Source: an optimization exercise on an open RTL-to-GDS flow (aim: small area, a short achievable clock period and few clock cycles per item). Production flows keep margins and buffers that such runs may drop. In this exercise RTL edits were held to simulation tests only and were not proved equivalent to the original. Power and IR drop assume default switching activity.

==> inputs of build 62 <==
## range_scan_object_segmenter_core
module range_scan_object_segmenter_core (
   input  wire logic        clock,
   input  wire logic        reset,
   input  wire logic        req_tvalid,
   output logic             req_tready,
   input  wire logic [23:0] req_tdata,    
   input  wire logic        req_tuser,    
   input  wire logic        req_tlast,    
   output logic             rsp_tvalid,
   input  wire logic        rsp_tready,
   output logic [71:0]      rsp_tdata,
   output logic [1:0]       rsp_tuser,    
   output logic             rsp_tlast,    
   input  wire logic        csr_we,
   input  wire logic [1:0]  csr_index,
   input  wire logic [15:0] csr_wdata
);
   logic [15:0] thr_q;
   logic [7:0]  minw_q;
   logic [3:0]  lim_q;
   logic        thr_new;      
   wire wr_thr = csr_we && (csr_index == 2'd0);
   always_ff @(posedge clock) begin
      if (reset) begin
         thr_q  <= 16'd40;
         minw_q <= 8'd4;
         lim_q  <= 4'd8;
      end else if (csr_we) begin
         case (csr_index)
            2'd0: thr_q  <= csr_wdata;
            2'd1: minw_q <= csr_wdata[7:0];
            2'd2: lim_q  <= csr_wdata[3:0];
            default: ;
         endcase
      end
      thr_new <= !reset && wr_thr;
   end
   logic        rdy_q;
   logic        s1v, s1_first, s1_edge;
   logic [15:0] rng;
   logic [7:0]  ang;
   logic        st, en;
  ...
==> flow/config.mk <==
export PLATFORM = sky130hd
export DESIGN_NAME = range_scan_object_segmenter_core
export DESIGN_NICKNAME = range_scan_object_segmenter_core
export VERILOG_FILES = /design/flow/design.v
export SDC_FILE = /design/flow/constraint.sdc
export NUM_CORES = 4
export LEC_CHECK = 0
export ABC_AREA = 1
export CAP_MARGIN = 20
export CORE_MARGIN = 2
export CORE_UTILIZATION = 40
export SETUP_SLACK_MARGIN = 5
export SLEW_MARGIN = 20
export SYNTH_MEMORY_MAX_BITS = 8192
export TNS_END_PERCENT = 100
==> flow/constraint.sdc <==
create_clock -name core_clock -period 8.0 [get_ports {clock}]
set_input_delay 1.6000 -clock core_clock [delete_from_list [all_inputs] [get_ports {clock}]]
set_output_delay 1.6000 -clock core_clock [all_outputs]
set_load 0.01 [all_outputs]
run.sh (not shown) runs the stock make flow with config.mk's settings and CLKGATE_MAP_FILE= SYNTH_SCRIPT=/design/flow/synth_recipe.tcl, a recipe that flattens the netlist after the stock synthesis.
==> build 2 (differences from build 62) <==
--- a/flow/design.v
+++ b/flow/design.v
@@ -438,15 +438,15 @@
    logic [1:0]  out_kind;
    logic        out_last;
    logic [3:0]  o_id;
    logic [7:0]  o_first, o_final, o_centre, o_arc;
    logic [15:0] o_mean;
    logic [16:0] o_chord;
    logic        u_busy, u_done;
-   wire out_free = !out_v || rsp_tready;
+   wire out_free = !out_v;
    wire head_rdy = tcnt[0] && (!head_obj || u_done);
    wire pop_any  = head_rdy && out_free;
    wire pop_obj  = pop_any && head_obj;
    wire pop      = pop_any && (head != 2'd1);
    logic [3:0]  u_cnt;
    logic [7:0]  u_r;
    logic [15:0] u_q;
@@ -551,14 +551,15 @@
          best_id     <= u_id;
          best_centre <= c_centre;
       end
    end
    always_ff @(posedge clock) begin
       if (reset) out_v <= 1'b0;
       else if (out_free) out_v <= head_rdy;
+      else if (rsp_tready) out_v <= 1'b0;
    end
    always_ff @(posedge clock) begin
       if (out_free) begin
          if (head_obj) begin
             out_kind <= 2'd0;
             out_last <= !head[0];
             o_id     <= u_id;
CORE_UTILIZATION = 35   (was 40)
==> trial 56 (differences from build 62) <==
--- a/flow/design.v
+++ b/flow/design.v
@@ -333,14 +333,15 @@
    input  wire logic [15:0] csr_wdata
 );
    logic [15:0] thr_q;
    logic [7:0]  minw_q;
    logic [3:0]  lim_q;
    logic        thr_new;      
    wire wr_thr = csr_we && (csr_index == 2'd0);
+   wire [3:0] lim_n = (csr_we && (csr_index == 2'd2)) ? csr_wdata[3:0] : lim_q;
    always_ff @(posedge clock) begin
       if (reset) begin
          thr_q  <= 16'd40;
          minw_q <= 8'd4;
          lim_q  <= 4'd8;
       end else if (csr_we) begin
          case (csr_index)
@@ -363,23 +364,23 @@
    logic [8:0]  arc_q;        
    logic [15:0] pr_q;
    logic [23:0] sum_q;
    logic [7:0]  tal_q;
    logic [3:0]  found_q;
    logic        pend_q;       
    logic [3:0]  tcnt;         
+   logic [3:0]  cap_q;        
    wire       primed_e = primed_q && !st;
    wire       track_e  = track_q && !st;
    wire [3:0] found_e  = st ? 4'd0 : found_q;
    logic [17:0] lo_q;
    logic [16:0] hi_q;
    wire drop_c = !lo_q[17] && ({1'b0, rng} <= lo_q[16:0]);
    wire rise_c = {1'b0, rng} > hi_q;
-   wire [3:0] cap = (lim_q < 4'd8) ? lim_q : 4'd8;
-   wire cok_c  = !arc_q[8] && (arc_q[7:0] >= minw_q) && (found_q < cap);
+   wire cok_c  = !arc_q[8] && (arc_q[7:0] >= minw_q) && (found_q < cap_q);
    logic drop_l, rise_l, cok_l;
    wire edge_ok = s1_edge && !(s1_first && thr_new);
    wire drop = edge_ok  ? drop_c : drop_l;
    wire rise = edge_ok  ? rise_c : rise_l;
    wire cok  = s1_first ? cok_c  : cok_l;
    wire go = s1v && !pend_q && !tcnt[3] && !(s1_first && thr_new);
    wire do_start = primed_e && !track_e && drop;
@@ -388,14 +389,15 @@
    wire do_add   = primed_e && track_e && !rise && (tal_q != 8'hff);
    always_ff @(posedge clock) begin
       if (edge_ok) begin
          drop_l <= drop_c;
          rise_l <= rise_c;
       end
       if (s1_first) cok_l <= cok_c;
+      cap_q <= reset ? 4'd8 : (lim_n < 4'd8) ? lim_n : 4'd8;
    end
    always_ff @(posedge clock) begin
       if (reset) begin
          primed_q <= 1'b0;
          track_q  <= 1'b0;
          found_q  <= 4'd0;
       end else if (go) begin
@@ -447,28 +449,31 @@
    wire pop_any  = head_rdy && out_free;
    wire pop_obj  = pop_any && head_obj;
    wire pop      = pop_any && (head != 2'd1);
    logic [3:0]  u_cnt;
    logic [7:0]  u_r;
    logic [15:0] u_q;
    logic [7:0]  u_d;
-   logic [9:0]  u_d3;         
    logic [7:0]  u_first, u_arc;
    logic [3:0]  u_id;
    logic [16:0] u_s;
    logic [33:0] u_a;
    wire u_free = !u_busy && (!u_done || (head_obj && tcnt[0] && !out_v));
    wire u_load = u_free && (pend_q || (go && do_close));
    wire pend_n = (pend_q || (go && do_close)) && !u_free;
-   wire [9:0]  dx = {u_r, u_q[15:14]};
-   wire [10:0] s1 = {1'b0, dx} - {3'b000, u_d};
-   wire [10:0] s2 = {1'b0, dx} - {2'b00, u_d, 1'b0};
-   wire [10:0] s3 = {1'b0, dx} - {1'b0, u_d3};
-   wire [1:0]  dq = !s3[10] ? 2'd3 : !s2[10] ? 2'd2 : !s1[10] ? 2'd1 : 2'd0;
-   wire [7:0]  r2 = !s3[10] ? s3[7:0] : !s2[10] ? s2[7:0] : !s1[10] ? s1[7:0] : dx[7:0];
+   wire [8:0] t1  = {u_r, u_q[15]};
+   wire [9:0] t1s = {1'b0, t1} - {2'b00, u_d};
+   wire       g1  = !t1s[9];
+   wire [8:0] ta  = {t1s[7:0], u_q[14]};       
+   wire [8:0] tb  = {t1[7:0], u_q[14]};        
+   wire [9:0] tas = {1'b0, ta} - {2'b00, u_d};
+   wire [9:0] tbs = {1'b0, tb} - {2'b00, u_d};
+   wire       g2  = g1 ? !tas[9] : !tbs[9];
+   wire [7:0] r2  = g1 ? (!tas[9] ? tas[7:0] : ta[7:0])
+                       : (!tbs[9] ? tbs[7:0] : tb[7:0]);
    wire [33:0] hsum = u_a + ({32'd0, u_q[1:0]} * {17'd0, u_s});
    logic [16:0] sine;
    rsos_sine_rom u_sine (.k(u_arc), .value(sine));
    always_ff @(posedge clock) begin
       if (reset) begin
          u_busy <= 1'b0;
          u_done <= 1'b0;
@@ -489,24 +494,23 @@
    always_ff @(posedge clock) begin
       u_s <= sine;
       if (u_free) begin
          u_cnt   <= 4'd0;
          u_r     <= sum_q[23:16];
          u_q     <= sum_q[15:0];
          u_d     <= tal_q;
-         u_d3    <= {2'b00, tal_q} + {1'b0, tal_q, 1'b0};
          u_first <= open_q;
          u_arc   <= arc_q[7:0];
          u_id    <= pend_q ? found_q : found_q + 4'd1;
          u_a     <= 34'd1;
       end else if (u_busy) begin
          u_cnt <= u_cnt + 4'd1;
          if (u_cnt != 4'd8) begin
             u_r <= r2;
-            u_q <= {u_q[13:0], dq};
+            u_q <= {u_q[13:0], g1, g2};
          end
          if (u_cnt != 4'd0) u_a <= {hsum[31:0], 2'b00};
       end
    end
    wire inc = push && !pop;
    wire dec = pop && !push;
    wire [3:0] tcnt_n = inc ? {tcnt[2:0], 1'b1} : dec ? {1'b0, tcnt[3:1]} : tcnt;
@@ -526,15 +530,15 @@
       end
    end
    always_ff @(posedge clock) begin
       if (!tcnt[3]) tok_q[wp_q] <= ptok;
       if (pop_any && !pop) tok_q[rp_q] <= 2'd3;
    end
    always_ff @(posedge clock) begin
-      if (rdy_q) begin
+      if (acc) begin
          rng <= req_tdata[15:0];
          ang <= req_tdata[23:16];
          st  <= req_tuser;
          en  <= req_tlast;
       end
       s1_first <= acc;
       s1_edge  <= acc || (s1_first && thr_new);
ABC_AREA = unset   (was 1)
CORE_UTILIZATION = 50   (was 40)
==> notes.md <==
* result of the run: timing/DRC/antenna clean
* number of nets in the final layout: 3710
* gate count after technology mapping: 3273
* worst-case headroom to the max-slew limit: 23.3%
* Worst VDD drop: 0.193 mV
* DR WL/cell: 19.9 microns
* pin count of the biggest net entering global routing: 88
* hold path start: ang[5]
* Row Count: 99
* share of the core filled with cells in the final layout: 42.0%
* total sequential power: 2650 uW
* Initial Util: 35.5%
* worst slack, placed: 4.13 ns
[end of results for build 2]
==> notes.md <==
* result of the run: timing/DRC/antenna clean
* worst slack, placed: 4.06 ns
* share of the core filled with cells in the final layout: 62.6%
* Row Count: 82
* Initial Util: 50.6%
* worst-case headroom to the max-slew limit: 37.3%
* Worst VDD drop: 0.175 mV
* gate count after technology mapping: 2781
[end of results for trial 56]
==> notes.md <==
* worst-case headroom to the max-slew limit: 28.7%
* Row Count: 93
* pin count of the biggest net entering global routing: 73
* result of the run: timing/DRC/antenna clean
* number of nets in the final layout: 3676
* Worst VDD drop: 0.171 mV
* DR WL/cell: 19.8 microns
* total sequential power: 2620 uW
* hold path start: open_q[2]
[end of results for build 62]
Testbench counts of build 62, summed over its fixed seeds: cycles 26,163, words 24,000.
Testbench counts of build 2, summed over its fixed seeds: cycles 26,174, words 24,000.
Testbench counts of trial 56, summed over its fixed seeds: cycles 26,163, words 24,000.

## static timing again, ports no longer ideal
How much do the figures lean on ideal ports? The routed layouts below were timed once more, with nothing changed but the port constraints. Step 1: set_driving_cell puts a clkbuf_16 on clock and a buf_2 on each other input, an assumption about the parent block. Step 2 adds t to the input delays and takes it off the output delays; t is the mean of the earliest and latest rising clock arrival at the registers after step 1. Input paths then give back, and output paths get back, about the clock's delay inside the block. a / b / c = ideal ports / drivers / drivers and shift; a / b = the first two.
| run | shift t [ns] | setup slack, ns | worst hold slack (ns) | clock arrival spread, ns |
|---|---|---|---|---|
| build 62 | 0.657 | 4.917 / 4.917 / 4.501 | 0.449 / 0.449 / 0.449 | 0.027 / 0.028 |
| build 2 | 0.665 | 5.026 / 4.986 / 4.460 | 0.454 / 0.454 / 0.454 | 0.045 / 0.045 |
| trial 56 | 0.645 | 4.475 / 4.475 / 4.475 | 0.443 / 0.443 / 0.443 | 0.027 / 0.027 |
After both steps setup and hold are still met in every run listed. The setup slack of build 2, which loses most, moves by -0.040 ns with the drivers and by -0.566 ns with both steps.
